This design comes from an exercise in tuning for small area on the open sky130 flow, not from production work. The RTL was checked by simulation tests, not by an equivalence proof against the original design. No activity file was given, so power comes from the tool's default toggle rates. The clock port is modelled as an ideal driver; clocking choices that lean on that would not hold on a real chip.

File: flow/design.v
module fft32_input_loader #(
  parameter int DATA_W      = 24,
  parameter int N           = 32,
  parameter int HOLD_CYCLES = 8
) (
  input  logic                clk,
  input  logic                rst_n,
  input  logic                in_valid,
  output logic                in_ready,
  input  logic [DATA_W-1:0]   in_data,
  input  logic                in_last,
  output logic [N*DATA_W-1:0] xn_bus,
  output logic                start,
  output logic                busy,
  output logic                frame_err,
  output logic [15:0]         frame_cnt
);
  localparam int IDX_W = $clog2(N);
  localparam int HC_W  = 8;
  localparam logic [HC_W-1:0]  HOLD_LOAD = HC_W'(HOLD_CYCLES);
  localparam logic [IDX_W-1:0] LAST_IDX  = IDX_W'(N - 1);
  logic [IDX_W-1:0]    wr_idx_q, wr_idx_d;
  logic                fill_full_q, fill_full_d;
  logic [HC_W-1:0]     hold_cnt_q, hold_cnt_d;
  logic [15:0]         frame_cnt_q, frame_cnt_d;
  logic                frame_err_q, frame_err_d;
  logic                start_q;
  logic                busy_q;
  logic                ready_en_q;
  logic [N*DATA_W-1:0] xn_q;
  logic [N*DATA_W-1:0] fill_flat;
  logic accept;
  logic transfer;
  assign in_ready = ready_en_q && !fill_full_q;
  assign accept   = in_valid && in_ready;
  assign transfer = fill_full_q && (hold_cnt_q == '0);
  genvar gi;
  generate
    for (gi = 0; gi < N; gi++) begin : g_slot
      logic [DATA_W-1:0] slot_q;
      always_ff @(posedge clk) begin
        if (accept && (wr_idx_q == IDX_W'(gi))) begin
          slot_q <= in_data;
        end
      end
      assign fill_flat[gi*DATA_W +: DATA_W] = slot_q;
    end
  endgenerate
  always_comb begin
    wr_idx_d    = wr_idx_q;
    fill_full_d = fill_full_q;
    hold_cnt_d  = hold_cnt_q;
    frame_cnt_d = frame_cnt_q;
    frame_err_d = 1'b0;
    if (accept) begin
      if (wr_idx_q == LAST_IDX) begin
        wr_idx_d = '0;
        if (in_last) begin
          fill_full_d = 1'b1;
        end else begin
          frame_err_d = 1'b1;
        end
      end else if (in_last) begin
        wr_idx_d    = '0;
        frame_err_d = 1'b1;
      end else begin
        wr_idx_d = wr_idx_q + IDX_W'(1);
      end
    end
    if (transfer) begin
      fill_full_d = 1'b0;
      hold_cnt_d  = HOLD_LOAD;
      frame_cnt_d = frame_cnt_q + 16'd1;
    end else if (hold_cnt_q != '0) begin
      hold_cnt_d = hold_cnt_q - HC_W'(1);
    end
  end
  always_ff @(posedge clk or negedge rst_n) begin
    if (!rst_n) begin
      wr_idx_q    <= '0;
      fill_full_q <= 1'b0;
      hold_cnt_q  <= '0;
      frame_cnt_q <= '0;
      frame_err_q <= 1'b0;
      start_q     <= 1'b0;
      busy_q      <= 1'b0;
      ready_en_q  <= 1'b0;
    end else begin
      wr_idx_q    <= wr_idx_d;
      fill_full_q <= fill_full_d;
      hold_cnt_q  <= hold_cnt_d;
      frame_cnt_q <= frame_cnt_d;
      frame_err_q <= frame_err_d;
      start_q     <= transfer;
      busy_q      <= (hold_cnt_d != '0);
      ready_en_q  <= 1'b1;
    end
  end
  always_ff @(posedge clk) begin
    if (transfer) begin
      xn_q <= fill_flat;
    end
  end
  assign xn_bus    = xn_q;
  assign start     = start_q;
  assign busy      = busy_q;
  assign frame_err = frame_err_q;
  assign frame_cnt = frame_cnt_q;
endmodule
File: flow/config.mk
export PLATFORM = sky130hd
export DESIGN_NAME = fft32_input_loader
export DESIGN_NICKNAME = fft32_input_loader
export VERILOG_FILES = /design/flow/design.v
export SDC_FILE = /design/flow/constraint.sdc
export NUM_CORES = 4
export LEC_CHECK = 0
export CAP_MARGIN = 20
export CORE_MARGIN = 2
export CORE_UTILIZATION = 40
export SLEW_MARGIN = 20
File: flow/run.sh
#!/bin/bash
# synth_recipe.tcl (not shown) runs the flow's synth.tcl, then flattens the netlist and writes it again
# the make line also repeats each setting of config.mk as NAME=value (left out here)
make -C /OpenROAD-flow-scripts/flow DESIGN_CONFIG=/design/flow/config.mk WORK_HOME=/design/flow/orfs CLKGATE_MAP_FILE= SYNTH_SCRIPT=/design/flow/synth_recipe.tcl finish
File: flow/constraint.sdc
create_clock -name core_clock -period 4.0 [get_ports {clk}]
set_input_delay 0.8000 -clock core_clock [delete_from_list [all_inputs] [get_ports {clk}]]
set_output_delay 0.8000 -clock core_clock [all_outputs]
set_load 0.01 [all_outputs]
==> qor.yml, run 1 <==
finish:
  final_core_utilization_pct: 53.3
  area_growth_pct: 32.7
  final_area_sq_um: 63700
  number_of_filler_cells_placed_in_the_layout: 9128
  instances_no_fill: 4525
  final_cell_mix: "edfxtp_1 (1536), clkdlybuf4s50_1 (791), clkbuf_16 (155)"
  final_common_cell: "edfxtp_1"
  fin_nets: 2826
  post_route_cells_drive_above_1_share_pct: 12.2
power_and_ir_drop:
  ir_drop_uv: 357
  power_leakage_nw: 20.6
  powerDensity_nw_per_um2: 512
  power_mw: 32.6
timing:
  layout_worst_path_cycle_share_pct: 85.4
  setup_repair_after_global_routing_missed_its_margin: "false"
  drv_slew: 0
  min_period_ns: 3.42
  worst_slew_margin_rel_pct: 25.4
  fin_setup_tns_ns: 0
  setup_viol: 0
  worst_margin_slew_ns: 1.12
  clock.fmax_ghz: 0.293
  finalHoldViolations: 0
  skew_ns: 0.0472
clocking:
  cts_buffers: 152
  root_buffer: "clkbuf_16"
  clock_sink_count: 1570
  clock_insertion_delay_worst_skew_ns: 0.77
  tritoncts: "yes"
  cts-hold-fix-buffers: 0
  clockBufferDepth: 3
  number_of_gates_resized_after_cts: 0
  cts.clk_slew.worst_paths_ns: 0.06
  cts_max_level: 4
  postCtsSetupRepairBufs: 0
place:
  place_inst: 4248
  placedInstanceArea_sq_um: 58900
  gpl.final_weighted_congestion: 0.808
  io_buffers: 815
  hpwl_reported_at_the_end_of_detailed_placement_um: 85600
worst_setup_path:
  critPathRequiredTime_ns: 4.38
  setup.worst_path.end_class: "register"
  path_class: "register to register"
  cp.arrival_ns: 3.80
  worst_path_maximum_fanout: 80
  crit_path_start_kind: "register"
floorplan:
  row_count: 127
  floorplan.die_area_sq_um: 123000
  pin_count: 816
  die_x_um: 351
  core_sq_um: 119000
  die_height_um: 351
  floorplan.initialDensity_pct: 40.2
routing:
  route.final.wire_length_um: 131000
  via_per_inst: 4.84
  wl_met2_um: 68300
  drc_violations_left: 0
  drtAntennaViolNets: 0
  route.detailed.wl_per_inst_um: 28.9
  dr_pass1_iterations: 5
  wl_met3_um: 10700
  routed-via-count: 21900
  wl_met1_um: 48900
  routed.top_layer: "met5"
  drtIter0Drc: 2293
synthesis:
  synth.ff_latch_count: 1570
  synthCells: 1745
  count_of_flip_flops_with_a_built_in_enable_after_synthesis: 1536
  yosys_most_used_dff: "edfxtp_1"
  synthesis.area_per_instance_sq_um: 27.5
  synth_nets: 1781
  syn_area_sq_um: 48000
  synth_seq_area_share_pct: 97.8
  synth-async-reset-ratio_pct: 2.17
  yosysUniqueCellTypes: 44
  ys.warnings.count: 1
grt:
  number_of_antenna_violations_at_the_first_check_in_global_routing: 14
  maximum_number_of_pins_on_one_net_before_global_route_repair: 118
  grt_pass1_wl_um: 174000
  globalRouteOverflowTotal: 0
  grtUsageTotal_pct: 20.8
  grt_pass1_vias: 21800
min_path:
  timing.hold.worst.class: "register to register"
run_status:
  outcome: "finished clean"
job:
  maxCapViolations: 0
through the flow:
stage	setup WS, ns	hold slack [ns]
floorplan	0.0516	0.400
global placement	0.844	0.400
detailed placement	0.701	0.405
CTS	0.656	0.404
global route	0.421	0.412
finish	0.583	0.402
where the power goes:
part / leakage [nW] / internal (mW) / switching, mW
logic: 4.03 / 0.166 / 0.539
registers: 14.3 / 18.1 / 0.0950
clock network: 2.34 / 7.91 / 5.85
cells by family (layout without fill, tap and decap cells):
family	Yosys count	count (layout)	share of synthesized area, %
compound gates	17	17	0.221
xor+xnor	17	17	0.310
fa+ha+maj	8	8	0.208
buf+inv	17	1183	0.169
flops	1570	1570	97.8
mux	4	4	0.0938
other cells	1	3	0.00781
simple gates	111	111	1.21
layout make-up:
type | count | area (sq um) | share of cell area (%)
Sequential cell | 1570 | 47000 | 73.7
Timing Repair Buffer | 901 | 8780 | 13.8
Clock buffer | 198 | 4060 | 6.37
Tap cell | 1612 | 2020 | 3.16
Multi-Input combinational cell | 158 | 1090 | 1.71
Clock inverter | 77 | 786 | 1.23
Inverter | 7 | 26.3 | 0.0412
Antenna cell | 2 | 5.00 | 0.00785
path summary, 6_finish.rpt:
check,cells after the start,from,slack (ns),endpoint
max reg2reg,6,hold_cnt_q[0]$_DFF_PN0_,0.58,xn_q[352]$_DFFE_PP_
min reg2reg,0,g_slot[31].slot_q[4]$_DFFE_PP_,0.40,xn_q[748]$_DFFE_PP_
min in group asynchronous,2,rst_n,0.47,start_q$_DFF_PN0_
min,0,g_slot[31].slot_q[4]$_DFFE_PP_,0.40,xn_q[748]$_DFFE_PP_
max,6,hold_cnt_q[0]$_DFF_PN0_,0.58,xn_q[352]$_DFFE_PP_
max in group asynchronous,2,rst_n,3.18,wr_idx_q[1]$_DFFE_PN0P_
sequential cells by signal, summed over array words and instances, names as in the netlist:
name / cells
busy_q: 1
ready_en_q: 1
frame_cnt_q: 16
xn_q: 768
start_q: 1
frame_err_q: 1
wr_idx_q: 5
g_slot.slot_q: 768
hold_cnt_q: 8
fill_full_q: 1
synth_stat cells (3+ instances only):
library cell | n | area, sq um
mux2_2 | 4 | 45.0
edfxtp_1 | 1536 | 46100
nor2_1 | 38 | 143
xnor2_1 | 15 | 131
dfrtp_1 | 34 | 851
buf_1 | 3 | 11.3
ha_1 | 8 | 100
nand4_1 | 8 | 50.1
o21ai_0 | 8 | 40.0
clkbuf_1 | 3 | 11.3
inv_1 | 7 | 26.3
nor3_1 | 7 | 35.0
and3_1 | 9 | 56.3
nand2_1 | 16 | 60.1
nand3_1 | 11 | 55.1
nand2b_1 | 3 | 18.8
layer usage:
metal  up-vias  GRT usage [%]
li1       9156              -
met1     11500           25.6
met2      1072           36.4
met3       173           5.31
met4         2           5.93
met5         -              0
worst max-delay path: stages (launching register included):
cell and delay (ns):
dfrtp_1 0.43, inv_1 0.13, ha_1 0.27, nor4b_1 0.72, and3_4 0.65, buf_12 0.31
buf_12 0.39
==> inputs of run 2 (changes only) <==
==> flow/design.v (replaced) <==
module fft32_input_loader #(
  parameter int DATA_W      = 24,
  parameter int N           = 32,
  parameter int HOLD_CYCLES = 8
) (
  input  logic                clk,
  input  logic                rst_n,
  input  logic                in_valid,
  output logic                in_ready,
  input  logic [DATA_W-1:0]   in_data,
  input  logic                in_last,
  output logic [N*DATA_W-1:0] xn_bus,
  output logic                start,
  output logic                busy,
  output logic                frame_err,
  output logic [15:0]         frame_cnt
);
  localparam int IDX_W = $clog2(N);
  localparam int HC_W  = $clog2(HOLD_CYCLES + 1);
  localparam logic [HC_W-1:0]  HOLD_LOAD = HC_W'(HOLD_CYCLES);
  localparam logic [IDX_W-1:0] LAST_IDX  = IDX_W'(N - 1);
  logic [IDX_W-1:0]        wr_idx_q;
  logic                    fill_full_q;
  logic [HC_W-1:0]         hold_cnt_q;
  logic [15:0]             frame_cnt_q;
  logic                    frame_err_q;
  logic                    ready_en_q;
  logic                    shift_q;       
  logic [DATA_W-1:0]       stage_q;       
  logic [(N-1)*DATA_W-1:0] chain_q;       
  logic [N*DATA_W-1:0]     xn_q;
  logic accept;
  assign in_ready = ready_en_q && !fill_full_q;
  assign accept   = in_valid && in_ready;
  always_ff @(posedge clk) begin
    stage_q <= in_data;
    shift_q <= accept;
    if (shift_q) begin
      chain_q <= {stage_q, chain_q[(N-1)*DATA_W-1:DATA_W]};
    end
    if (fill_full_q) begin
      xn_q <= {stage_q, chain_q};
    end
  end
  always_ff @(posedge clk or negedge rst_n) begin
    if (!rst_n) begin
      wr_idx_q    <= '0;
      fill_full_q <= 1'b0;
      hold_cnt_q  <= '0;
      frame_cnt_q <= '0;
      frame_err_q <= 1'b0;
      ready_en_q  <= 1'b0;
    end else begin
      ready_en_q  <= 1'b1;
      frame_err_q <= 1'b0;
      if (accept) begin
        if (in_last || wr_idx_q == LAST_IDX) begin
          wr_idx_q    <= '0;
          fill_full_q <= in_last && (wr_idx_q == LAST_IDX);
          frame_err_q <= !(in_last && (wr_idx_q == LAST_IDX));
        end else begin
          wr_idx_q <= wr_idx_q + IDX_W'(1);
        end
      end
      if (fill_full_q) begin
        fill_full_q <= 1'b0;
        hold_cnt_q  <= HOLD_LOAD;
        frame_cnt_q <= frame_cnt_q + 16'd1;
      end else if (hold_cnt_q != '0) begin
        hold_cnt_q <= hold_cnt_q - HC_W'(1);
      end
    end
  end
  assign xn_bus    = xn_q;
  assign start     = (hold_cnt_q == HOLD_LOAD);
  assign busy      = (hold_cnt_q != '0);
  assign frame_err = frame_err_q;
  assign frame_cnt = frame_cnt_q;
endmodule
==> run 2 against run 1 <==
Critical path depth fell by 2. Global-route usage fell by 5.6 points. Via count fell by 11%. Synthesized cell count fell by 5.1%. Still clean on timing, DRC and antenna. Largest power group unchanged. Sequential power rose by 2%. Core utilization fell by 0.17 points. Final cell count fell by 4.6%. Non-clock buffer count fell by 53. Clock power barely moved. Routed wire length fell by 28%. Setup slack improved by 0.17 ns. Flip-flop and latch count fell by 5.
==> qor.yml, run 2 <==
run_status:
  outcome: "finished clean"
power_and_ir_drop:
  power_leakage_nw: 20.5
  powerDensity_nw_per_um2: 519
  ir_drop_uv: 336
  power_mw: 32.4
clocking:
  clockBufferDepth: 3
  cts.clk_slew.worst_paths_ns: 0.06
  cts-hold-fix-buffers: 0
  postCtsSetupRepairBufs: 0
  root_buffer: "clkbuf_16"
  number_of_gates_resized_after_cts: 0
  tritoncts: "yes"
  cts_max_level: 4
  cts_buffers: 153
  clock_insertion_delay_worst_skew_ns: 0.73
  clock_sink_count: 1565
worst_setup_path:
  path_class: "register to output pin"
  worst_r2r_endpoint: "xn_q[40]$_DFFE_PP_"
  cp.arrival_ns: 2.45
  regToRegStartpoint: "fill_full_q$_DFF_PN0_"
  crit_path_start: "hold_cnt_q[0]$_DFFE_PN0P_"
  setup.worst_path.end_class: "output pin"
  crit_path_start_kind: "register"
  r2r_slack_ns: 1.58
  worst_path_maximum_fanout: 5
  critPathRequiredTime_ns: 3.20
  worst-r2r-cell-count: 2
min_path:
  timing.hold.worst.class: "register to register"
  hp-start: "chain_q[11]$_DFFE_PP_"
  timing.hold.worst_endpoint: "xn_q[11]$_DFFE_PP_"
  min_path_cells: 0
finish:
  n_antenna_cell: 0
  post_route_cells_drive_above_1_share_pct: 9.24
  final_cell_mix: "edfxtp_1 (1512), clkdlybuf4s50_1 (815), clkbuf_16 (156)"
  largest_registers: "xn_q (768), chain_q (744), stage_q (24)"
  register_ranked_first_by_flip_flop_count: "xn_q"
  final_common_cell: "edfxtp_1"
  final_area_sq_um: 62500
  fin_nets: 2692
  flip_flop_count_of_the_largest_register_all_copies_and_words_added: 768
  area_growth_pct: 32.4
  number_of_filler_cells_placed_in_the_layout: 8956
synthesis:
  synth.mux.area_fraction_pct: 0.0238
  yosys_most_used_dff: "edfxtp_1"
  ys.warnings.count: 1
  synth_xor_area_share_pct: 0.315
  synth_compound_gate_area_share_pct: 0.130
  synth.ff_latch_count: 1565
  synthCells: 1656
  synth_top_area_cell: "edfxtp_1"
  synth.most_common_cell: "edfxtp_1"
  post_synth_fa_ha_maj_area_fraction_pct: 0.185
  synthSimpleGateAreaFrac_pct: 0.570
  ys_top_cells_by_count: "edfxtp_1 (1512), dfrtp_1 (28), dfxtp_1 (25)"
  synth_nets: 1691
  synth-async-reset-ratio_pct: 1.79
  yosysUniqueCellTypes: 35
  syn_area_sq_um: 47200
  count_of_flip_flops_with_a_built_in_enable_after_synthesis: 1512
  yosys.area.top_type_share_pct: 96.2
  synthesis.area_per_instance_sq_um: 28.5
  synth.area.top_cells: "edfxtp_1 (96%), dfrtp_1 (1.5%), dfxtp_1 (1.1%)"
  synth_seq_area_share_pct: 98.7
  synth_top_family_by_area: "simple AND/OR/NAND/NOR gates"
floorplan:
  die_x_um: 348
  row_count: 126
  core_sq_um: 118000
  pin_count: 816
  floorplan.initialDensity_pct: 40.1
  floorplan.die_area_sq_um: 121000
  die_height_um: 348
grt:
  grt_pass1_vias: 20300
  grtUsageTotal_pct: 15.2
  globalRouteOverflowTotal: 0
  maximum_number_of_pins_on_one_net_before_global_route_repair: 181
  grt_pass1_wl_um: 135000
  number_of_antenna_violations_at_the_first_check_in_global_routing: 2
routing:
  dr_pass1_iterations: 4
  drc_violations_left: 0
  drtIter0Drc: 1488
  via_per_inst: 4.53
  routed-via-count: 19500
  route.detailed.wl_per_inst_um: 21.7
  route.final.wire_length_um: 93800
  drtAntennaViolNets: 0
timing:
  setup_viol: 0
  drv_slew: 0
  clock.fmax_ghz: 0.308
  finalHoldViolations: 0
  skew_ns: 0.0315
  setup_repair_after_global_routing_missed_its_margin: "false"
  layout_worst_path_cycle_share_pct: 81.2
  min_period_ns: 3.25
  worst_slew_margin_rel_pct: 18.8
  final_hold_slack_ns: 0.412
  final.setup.worst_slack_ns: 0.754
  worst_margin_slew_ns: 1.22
place:
  dp_worst_setup_slack_ns: 1.52
  io_buffers: 815
  gpl.final_weighted_congestion: 0.815
  hpwl_reported_at_the_end_of_detailed_placement_um: 62600
  placedInstanceArea_sq_um: 57700
job:
  maxCapViolations: 0
==> run 2: power breakdown <==
group | leakage [nW] | switching, mW | internal (mW) | total [mW]
logic | 3.69 | 0.260 | 0.152 | 0.411
registers | 14.5 | 0.186 | 18.3 | 18.5
clock network | 2.33 | 5.88 | 7.68 | 13.6
==> run 2: how the worst max path moves through the flow <==
stage	slack, ns	endpoint	cells after the start
after floorplan	-3.04	in_ready	2
after global placement	1.53	busy	4
after detailed placement	1.52	busy	4
after CTS	0.70	busy	4
after global routing	0.65	busy	4
final	0.75	busy	4
==> run 2: through the flow <==
| step | setup TNS, ns | utilization [%] | instances |
|---|---|---|---|
| 5_1_grt | 0 | 53.2 | 4316 |
| 4_1_cts | 0 | 53.2 | 4316 |
| 3_5_place_dp | 0 | 49.1 | 4038 |
| 6_report | 0 | 53.2 | 4316 |
| 3_3_place_gp | 0 | 49.1 | 4038 |
| 2_1_floorplan | -2901.86 | - | 1656 |
==> run 2: cell families after synthesis <==
| logic type | count (synthesis) |
|---|---|
| muxes | 1 |
| other | 1 |
| DFF | 1565 |
| adders and majority gates | 7 |
| xor gates and xnor gates | 17 |
| and+or+nand+nor | 47 |
| buffers and inverters | 8 |
| AOI/OAI and AO/OA | 10 |
==> run 2: cell type report <==
class | instances | area [sq um] | share of cell area (%)
clock buffers | 194 | 4100 | 6.55
clock inverters | 84 | 691 | 1.10
inverters | 6 | 22.5 | 0.0360
multi-input cells | 83 | 609 | 0.974
flip-flops and latches | 1565 | 46600 | 74.5
well taps | 1536 | 1920 | 3.07
repair buffers | 848 | 8580 | 13.7
==> run 2: critical path, cell delays in order (launching register included) <==
cell             delay [ns]
dfrtp_1                0.40
inv_1                  0.10
ha_1                   0.19
or3b_2                 0.52
clkdlybuf4s50_1        0.50
==> run 2: metal layers <==
layer | track usage (%) | vias to the layer above | routed length [um]
met5 | 0 | - | 0
met4 | 5.78 | 0 | 2970
met3 | 7.26 | 174 | 10500
met2 | 25.3 | 779 | 46500
met1 | 17.0 | 9856 | 33800
li1 | - | 8728 | -
==> inputs of run 3 (changes only) <==
==> flow/flow/run.sh (new file) <==
#!/bin/bash
# The standard ORFS layout, with two changes:
#  - every input and output port still gets its own buffer, but a buf_1 instead of the
#    default choice (clkdlybuf4s50_1, 2.7x the area);
#  - the clock tree uses larger sink clusters and no dummy loads.
# Each ORFS step writes its full log under orfs/logs/; make's own output goes to make.log.
set -euo pipefail
cd "$(dirname "$0")/.."
bash standard.sh \
  'BUFFER_PORTS_ARGS=-buffer_cell sky130_fd_sc_hd__buf_1' \
  'CTS_ARGS=-sink_clustering_enable -repair_clock_nets -sink_clustering_size 30 -sink_clustering_max_diameter 80 -dont_use_dummy_load' \
  finish > make.log 2>&1
==> flow/standard.sh (new file) <==
#!/bin/bash
# synth_recipe.tcl (not shown) runs the flow's synth.tcl, then flattens the netlist and writes it again
# the make line also repeats each setting of config.mk as NAME=value (left out here)
make -C /OpenROAD-flow-scripts/flow DESIGN_CONFIG=/design/flow/config.mk WORK_HOME=/design/flow/orfs CLKGATE_MAP_FILE= SYNTH_SCRIPT=/design/flow/synth_recipe.tcl "${@:-finish}"
--- a/flow/config.mk
+++ b/flow/config.mk
@@ -9,3 +9,3 @@
 export CORE_MARGIN = 2
-export CORE_UTILIZATION = 40
+export CORE_UTILIZATION = 65
 export SLEW_MARGIN = 20
removed: flow/run.sh
==> run 3 against run 2 <==
Still clean on timing, DRC and antenna. Combinational power down 11%. Die area down 38%. Flip-flop and latch count unchanged. Register-to-register slack better by 0.17 ns. Global-route usage up 9.2 points. Worst hold slack worse by 0.28 ns. Core utilization up 21 points. Critical endpoint unchanged. Largest cell class unchanged.
==> qor.yml, run 3 <==
floorplan:
  row_count: 98
  die_height_um: 274
  floorplan.die_area_sq_um: 74800
  core_sq_um: 71700
  floorplan.initialDensity_pct: 65.8
  pin_count: 816
  die_x_um: 274
timing:
  clock.fmax_ghz: 0.356
  drv_slew: 0
  worst_slew_margin_rel_pct: 34.5
  setup_repair_after_global_routing_missed_its_margin: "false"
  fin_setup_tns_ns: 0
  worst_margin_slew_ns: 0.982
  setup_viol: 0
  min_period_ns: 2.81
  skew_ns: 0.0350
  finalHoldViolations: 0
  final.setup.worst_slack_ns: 1.19
  layout_worst_path_cycle_share_pct: 70.2
routing:
  route.detailed.wl_per_inst_um: 26.5
  via_per_inst: 5.37
  route.final.wire_length_um: 92800
  routed-via-count: 18800
  dr_pass1_iterations: 5
  drtAntennaViolNets: 0
  drtIter0Drc: 1947
  drc_violations_left: 0
worst_setup_path:
  cp.arrival_ns: 2.01
  critPathRequiredTime_ns: 3.20
  crit_path_start_kind: "register"
  r2r_slack_ns: 1.75
  slowest_stage: "or3b_2"
  timing.critical_path.max_delay_family: "simple AND/OR/NAND/NOR gates"
  worst-r2r-cell-count: 1
  worst_path_largest_cell_delay_ns: 0.53
  worst_path_maximum_fanout: 5
  worst_r2r_endpoint: "xn_q[599]$_DFFE_PP_"
  regToRegStartpoint: "fill_full_q$_DFF_PN0_"
  path_class: "register to output pin"
  timing.critical_path.buf_inv: 2
  timing.critical_path.cells: "inv_1, ha_1, or3b_2, buf_1"
  setup.worst_path.end_class: "output pin"
grt:
  grt_pass1_wl_um: 128000
  grt_pass1_vias: 18700
  maximum_number_of_pins_on_one_net_before_global_route_repair: 177
  globalRouteOverflowTotal: 0
  number_of_antenna_violations_at_the_first_check_in_global_routing: 1
  grtUsageTotal_pct: 24.4
power_and_ir_drop:
  power_leakage_nw: 16.6
  power.share.switching_pct: 18.1
  p_sw_mw: 4.62
  combinationalPowerShare_pct: 1.4
  powerDensity_nw_per_um2: 481
  p_int_mw: 21.0
  clock_power_share_pct: 26.6
  ir_drop_uv: 453
  pwr-share-seq_pct: 72.0
synthesis:
  synth_top_family_by_area: "simple AND/OR/NAND/NOR gates"
  yosys.area.top_type_share_pct: 96.2
  count_of_flip_flops_with_a_built_in_enable_after_synthesis: 1512
  synth_seq_area_share_pct: 98.7
  syn_area_sq_um: 47200
  synth_compound_gate_area_share_pct: 0.130
  synth_nets: 1691
  synth.area.top_cells: "edfxtp_1 (96%), dfrtp_1 (1.5%), dfxtp_1 (1.1%)"
  synth.most_common_cell: "edfxtp_1"
  ys_top_cells_by_count: "edfxtp_1 (1512), dfrtp_1 (28), dfxtp_1 (25)"
  synthesis.area_per_instance_sq_um: 28.5
  synthCells: 1656
  synth.ff_latch_count: 1565
  synthSimpleGateAreaFrac_pct: 0.570
  synth_top_area_cell: "edfxtp_1"
  yosys_most_used_dff: "edfxtp_1"
  synth.mux.area_fraction_pct: 0.0238
  synth_xor_area_share_pct: 0.315
  yosysUniqueCellTypes: 35
  ys.warnings.count: 1
  post_synth_fa_ha_maj_area_fraction_pct: 0.185
  synth-async-reset-ratio_pct: 1.79
place:
  dp_worst_setup_slack_ns: 1.77
  io_buffers: 815
  hpwl_reported_at_the_end_of_detailed_placement_um: 67000
  gpl.final_weighted_congestion: 0.856
clocking:
  clock_insertion_delay_worst_skew_ns: 0.66
  tritoncts: "yes"
  number_of_gates_resized_after_cts: 0
  clock_sink_count: 1565
  cts_buffers: 58
  clockBufferDepth: 3
  root_buffer: "clkbuf_16"
  cts.clk_slew.worst_paths_ns: 0.11
  postCtsSetupRepairBufs: 0
  cts_max_level: 2
  cts-hold-fix-buffers: 0
finish:
  register_ranked_first_by_flip_flop_count: "xn_q"
  final_cell_mix: "edfxtp_1 (1512), buf_1 (815), clkbuf_16 (58)"
  final_common_cell: "edfxtp_1"
  final_core_utilization_pct: 74.3
  post_route_cells_drive_above_1_share_pct: 3.57
  largest_registers: "xn_q (768), chain_q (744), stage_q (24)"
  flip_flop_count_of_the_largest_register_all_copies_and_words_added: 768
  area_growth_pct: 12.8
  fin_nets: 2583
job:
  maxCapViolations: 0
min_path:
  timing.hold.worst.class: "primary input to async pin"
run_status:
  outcome: "finished clean"
## run 3: cells by family (layout without fill, tap and decap cells)
family | after synthesis | after routing
buffers and inverters | 8 | 898
flip-flops | 1565 | 1565
XOR/XNOR | 17 | 17
adder cells (fa/ha/maj) | 7 | 7
other | 1 | 2
AO/OA/AOI/OAI | 10 | 10
AND/OR/NAND/NOR | 47 | 47
multiplexers | 1 | 1
## run 3: worst max-delay path by stage
stage | start | slack, ns | depth (start not counted) | endpoint
after global placement | fill_full_q$_DFF_PN0_ | 1.78 | 1 | xn_q[754]$_DFFE_PP_
after detailed placement | fill_full_q$_DFF_PN0_ | 1.77 | 1 | xn_q[726]$_DFFE_PP_
after floorplan | fill_full_q$_DFF_PN0_ | -3.04 | 2 | in_ready
after CTS | hold_cnt_q[0]$_DFFE_PN0P_ | 1.14 | 4 | busy
after global routing | hold_cnt_q[0]$_DFFE_PN0P_ | 1.09 | 4 | busy
final | hold_cnt_q[0]$_DFFE_PN0P_ | 1.19 | 4 | busy
## run 3: routing by layer
layer	up-vias	GRT usage, %	wire length [um]
li1	8351	-	-
met4	0	8.38	3480
met2	688	42.0	48400
met1	9613	27.7	30800
met3	127	10.2	10100
met5	-	0	0
## run 3: cell type report
class                   instances  area [sq um]
fillers                      4134         18500
repair buffers                834          3380
well taps                     950          1190
clock buffers                  58          1450
inverters                       6          22.5
multi-input cells              83           609
flip-flops and latches       1565         46600
diodes                          1          2.50
## run 3: power by group through the flow
stage / sequential, mW / combinational [mW] / clock [mW]
after floorplan: 18.9 / 0.149 / 0
after global placement: 18.8 / 0.342 / 0
after detailed placement: 18.8 / 0.371 / 0
after CTS: 18.4 / 0.370 / 6.95
after global routing: 18.5 / 0.410 / 7.46
final: 18.4 / 0.365 / 6.80
## run 3: through the flow
step	hold WS (ns)	power (mW)	area [sq um]	cells
2_1_floorplan	0.400	19.0	47300	1656
3_3_place_gp	0.404	19.1	51800	3438
3_5_place_dp	0.405	19.2	51800	3438
4_1_cts	0.102	25.8	53300	3496
5_1_grt	0.133	26.3	53300	3497
6_report	0.136	25.6	53300	3497
==> inputs of run 4 (changes only) <==
--- a/flow/design.v
+++ b/flow/design.v
@@ -28,2 +28,4 @@
   logic                    shift_q;       
+  logic                    shift_n_q;     
+  logic                    full_n_q;      
   logic [DATA_W-1:0]       stage_q;       
@@ -34,12 +36,14 @@
   assign accept   = in_valid && in_ready;
+  logic fill_full_d;
   always_ff @(posedge clk) begin
-    stage_q <= in_data;
-    shift_q <= accept;
-    if (shift_q) begin
-      chain_q <= {stage_q, chain_q[(N-1)*DATA_W-1:DATA_W]};
-    end
-    if (fill_full_q) begin
-      xn_q <= {stage_q, chain_q};
-    end
+    stage_q   <= in_data;
+    shift_q   <= accept;
+    shift_n_q <= !accept;
+    full_n_q  <= !fill_full_d;
+    chain_q   <= ({(N-1)*DATA_W{shift_q}}   & {stage_q, chain_q[(N-1)*DATA_W-1:DATA_W]})
+               | ({(N-1)*DATA_W{shift_n_q}} & chain_q);
+    xn_q      <= ({N*DATA_W{fill_full_q}} & {stage_q, chain_q})
+               | ({N*DATA_W{full_n_q}}    & xn_q);
   end
+  assign fill_full_d = accept ? (in_last && (wr_idx_q == LAST_IDX)) : 1'b0;
   always_ff @(posedge clk or negedge rst_n) begin
==> run 4 against run 3 <==
Still clean on timing, DRC and antenna. Combinational power grew to 3.0 times the previous value. Synthesized cell count is 110% higher. Flip-flop and latch count grew 2. Final cell count grew 44%.
==> qor.yml, run 4 <==
clocking:
  number_of_gates_resized_after_cts: 0
  clockBufferDepth: 3
  tritoncts: "yes"
  postCtsSetupRepairBufs: 0
  clock_insertion_delay_worst_skew_ns: 0.67
  cts-hold-fix-buffers: 0
  cts_max_level: 2
  clock_sink_count: 1567
  root_buffer: "clkbuf_16"
  cts_buffers: 58
  cts.clk_slew.worst_paths_ns: 0.11
floorplan:
  core_sq_um: 71600
  die_x_um: 273
  pin_count: 816
  row_count: 98
  floorplan.die_area_sq_um: 74700
  floorplan.initialDensity_pct: 65.8
  die_height_um: 273
routing:
  routed-via-count: 32500
  drtAntennaViolNets: 0
  drtIter0Drc: 3278
  route.detailed.wl_per_inst_um: 26.6
  dr_pass1_iterations: 7
  via_per_inst: 6.46
  route.final.wire_length_um: 134000
  drc_violations_left: 0
synthesis:
  ys.warnings.count: 1
  synth_seq_area_share_pct: 66.9
  synthCells: 3503
  yosysUniqueCellTypes: 36
  syn_area_sq_um: 47100
  ys_top_cells_by_count: "dfxtp_1 (1539), a22o_1 (1513), buf_2 (284)"
  synthesis.area_per_instance_sq_um: 13.5
  synth.area.top_cells: "dfxtp_1 (65%), a22o_1 (28%), buf_2 (3.0%)"
  yosys_most_used_dff: "dfxtp_1"
  synth.most_common_cell: "dfxtp_1"
  synth_top_area_cell: "dfxtp_1"
  synth-async-reset-ratio_pct: 1.79
  count_of_flip_flops_with_a_built_in_enable_after_synthesis: 0
  yosys.area.top_type_share_pct: 65.4
  synth.ff_latch_count: 1567
  synth_nets: 3538
finish:
  instances_no_fill: 5025
  flip_flop_count_of_the_largest_register_all_copies_and_words_added: 768
  area_growth_pct: 9.61
  number_of_filler_cells_placed_in_the_layout: 5054
  n_antenna_cell: 0
  largest_registers: "xn_q (768), chain_q (744), stage_q (24)"
  final_cell_mix: "dfxtp_1 (1536), a22o_1 (1513), buf_1 (814)"
  final_area_sq_um: 51700
  final_core_utilization_pct: 72.1
  register_ranked_first_by_flip_flop_count: "xn_q"
  multi_input_gate_area_in_the_final_layout_sq_um: 13800
  post_route_cells_drive_above_1_share_pct: 2.65
  final_common_cell: "dfxtp_1"
  seqCellArea_sq_um: 31500
  fin_nets: 4112
run_status:
  outcome: "finished clean"
grt:
  grt_pass1_wl_um: 199000
  grt_pass1_vias: 30800
  grt_util_met3_pct: 8.40
  grt.met1_usage_pct: 44.2
  grt_use_met2_pct: 53.2
  grtUsageTotal_pct: 34.2
  global_route.peak_usage_layer: "met2"
  globalRouteOverflowTotal: 0
  number_of_antenna_violations_at_the_first_check_in_global_routing: 0
  maximum_number_of_pins_on_one_net_before_global_route_repair: 190
place:
  io_buffers: 815
  placedInstanceArea_sq_um: 50200
  dp_worst_setup_slack_ns: 1.78
  gpl.final_weighted_congestion: 0.923
  place_inst: 4967
  hpwl_reported_at_the_end_of_detailed_placement_um: 92200
timing:
  setup_repair_after_global_routing_missed_its_margin: "false"
  layout_worst_path_cycle_share_pct: 72.7
  fin_setup_tns_ns: 0
  skew_ns: 0.0345
  worst_slew_margin_rel_pct: 30.1
  min_period_ns: 2.91
  final_hold_slack_ns: 0.215
  clock.fmax_ghz: 0.344
  worst_margin_slew_ns: 1.05
  drv_slew: 0
  final.setup.worst_slack_ns: 1.09
  finalHoldViolations: 0
  setup_viol: 0
power_and_ir_drop:
  pwr-share-seq_pct: 68.0
  power_leakage_nw: 20.1
  ir_drop_uv: 427
  power.share.switching_pct: 22.7
  combinationalPowerShare_pct: 4.3
  p_int_mw: 19.7
  powerDensity_nw_per_um2: 492
  power_mw: 25.4
  p_sw_mw: 5.77
  clock_power_share_pct: 27.8
min_path:
  hp-start: "in_data[9]"
  timing.hold.worst.class: "primary input to register"
worst_setup_path:
  regToRegStartpoint: "fill_full_q$_DFF_PN0_"
  worst_path_maximum_fanout: 5
  crit_path_start: "hold_cnt_q[0]$_DFFE_PN0P_"
  critPathRequiredTime_ns: 3.20
  setup.worst_path.end_class: "output pin"
  path_class: "register to output pin"
  cp.arrival_ns: 2.11
  crit_path_start_kind: "register"
job:
  maxCapViolations: 0
run 4: cell count changes after synthesis, moves of 5 or more:
cell      previous run  this run
a22o_1               1      1513
buf_1                0         5
buf_2                1       284
buf_4                0        23
buf_6                0         8
clkbuf_1             1        18
dfxtp_1             25      1539
edfxtp_1          1512         0
run 4: area by class of cell:
cell class                 count  share of cell area, %
sequential                  1567                   61.0
multi-input combinational   1591                   26.8
clock buffer                  58                   2.81
inverter                       6                 0.0436
tap                          950                   2.30
timing repair buffer         853                   7.07
run 4: worst paths after layout:
check | depth (start not counted) | endpoint | slack [ns]
worst min register to register | 1 | xn_q[531]$_DFF_P_ | 0.47
max in group asynchronous | 1 | fill_full_q$_DFF_PN0_ | 3.13
worst min-delay path | 1 | stage_q[9]$_DFF_P_ | 0.21
worst max-delay path | 4 | busy | 1.09
min in group asynchronous | 1 | fill_full_q$_DFF_PN0_ | 0.23
worst max register to register | 2 | xn_q[505]$_DFF_P_ | 2.03
run 4: power groups by stage:
stage | Combinational [mW] | Clock (mW) | Sequential, mW
after floorplan | 0.936 | 0 | 17.2
after global placement | 1.03 | 0 | 17.6
after detailed placement | 1.08 | 0 | 17.6
after CTS | 1.09 | 7.10 | 17.3
after global routing | 1.19 | 7.66 | 17.4
final | 1.08 | 7.06 | 17.3
run 4: cells by family after synthesis:
group / after synthesis / share of synthesized area (%)
adder cells (fa/ha/maj): 7 / 0.186
multiplexers: 1 / 0.0239
AO/OA/AOI/OAI: 1521 / 28.2
buffers and inverters: 345 / 3.82
flip-flops: 1567 / 66.9
XOR/XNOR: 17 / 0.316
AND/OR/NAND/NOR: 44 / 0.571
other: 1 / 0.00796
run 4: critical path, stage by stage (launching register included):
cell     delay (ns)
dfrtp_1        0.42
inv_1          0.10
ha_1           0.18
or3b_1         0.45
buf_1          0.29
run 4: layer usage:
metal  share of wire, %  vias to the layer above
met2                 46                     1366
li1                   -                    14500
met4                6.1                        0
met1                 39                    16300
met5                  0                        -
met3                8.4                      291

-- separate check: timing with driven ports --
The results above use ideal ports. As a check the final layouts listed here were re-extracted and re-timed, cells and wires unchanged. Step 1 (the two cells are an assumption about what drives the block):
set clk [get_ports {clk}]
set_driving_cell -lib_cell sky130_fd_sc_hd__clkbuf_16 $clk
set_driving_cell -lib_cell sky130_fd_sc_hd__buf_2 [delete_from_list [all_inputs] $clk]
Step 2 also shifts input and output timing later by t, the mid clock arrival at the registers, as if the neighbouring blocks saw the same clock. a / b / c = no drivers / after step 1 / after step 2; a / b = the first two.
| run | t, ns | setup WS [ns] | clock arrival spread, ns |
|---|---|---|---|
| run 1 | 0.812 | 0.583 / 0.583 / 0.583 | 0.051 / 0.051 |
| run 2 | 0.783 | 0.754 / 0.691 / 1.474 | 0.036 / 0.036 |
| run 3 | 0.707 | 1.192 / 1.128 / 1.754 | 0.043 / 0.043 |
| run 4 | 0.724 | 1.092 / 1.023 / 1.747 | 0.036 / 0.037 |
After both steps every run listed still meets setup and hold.
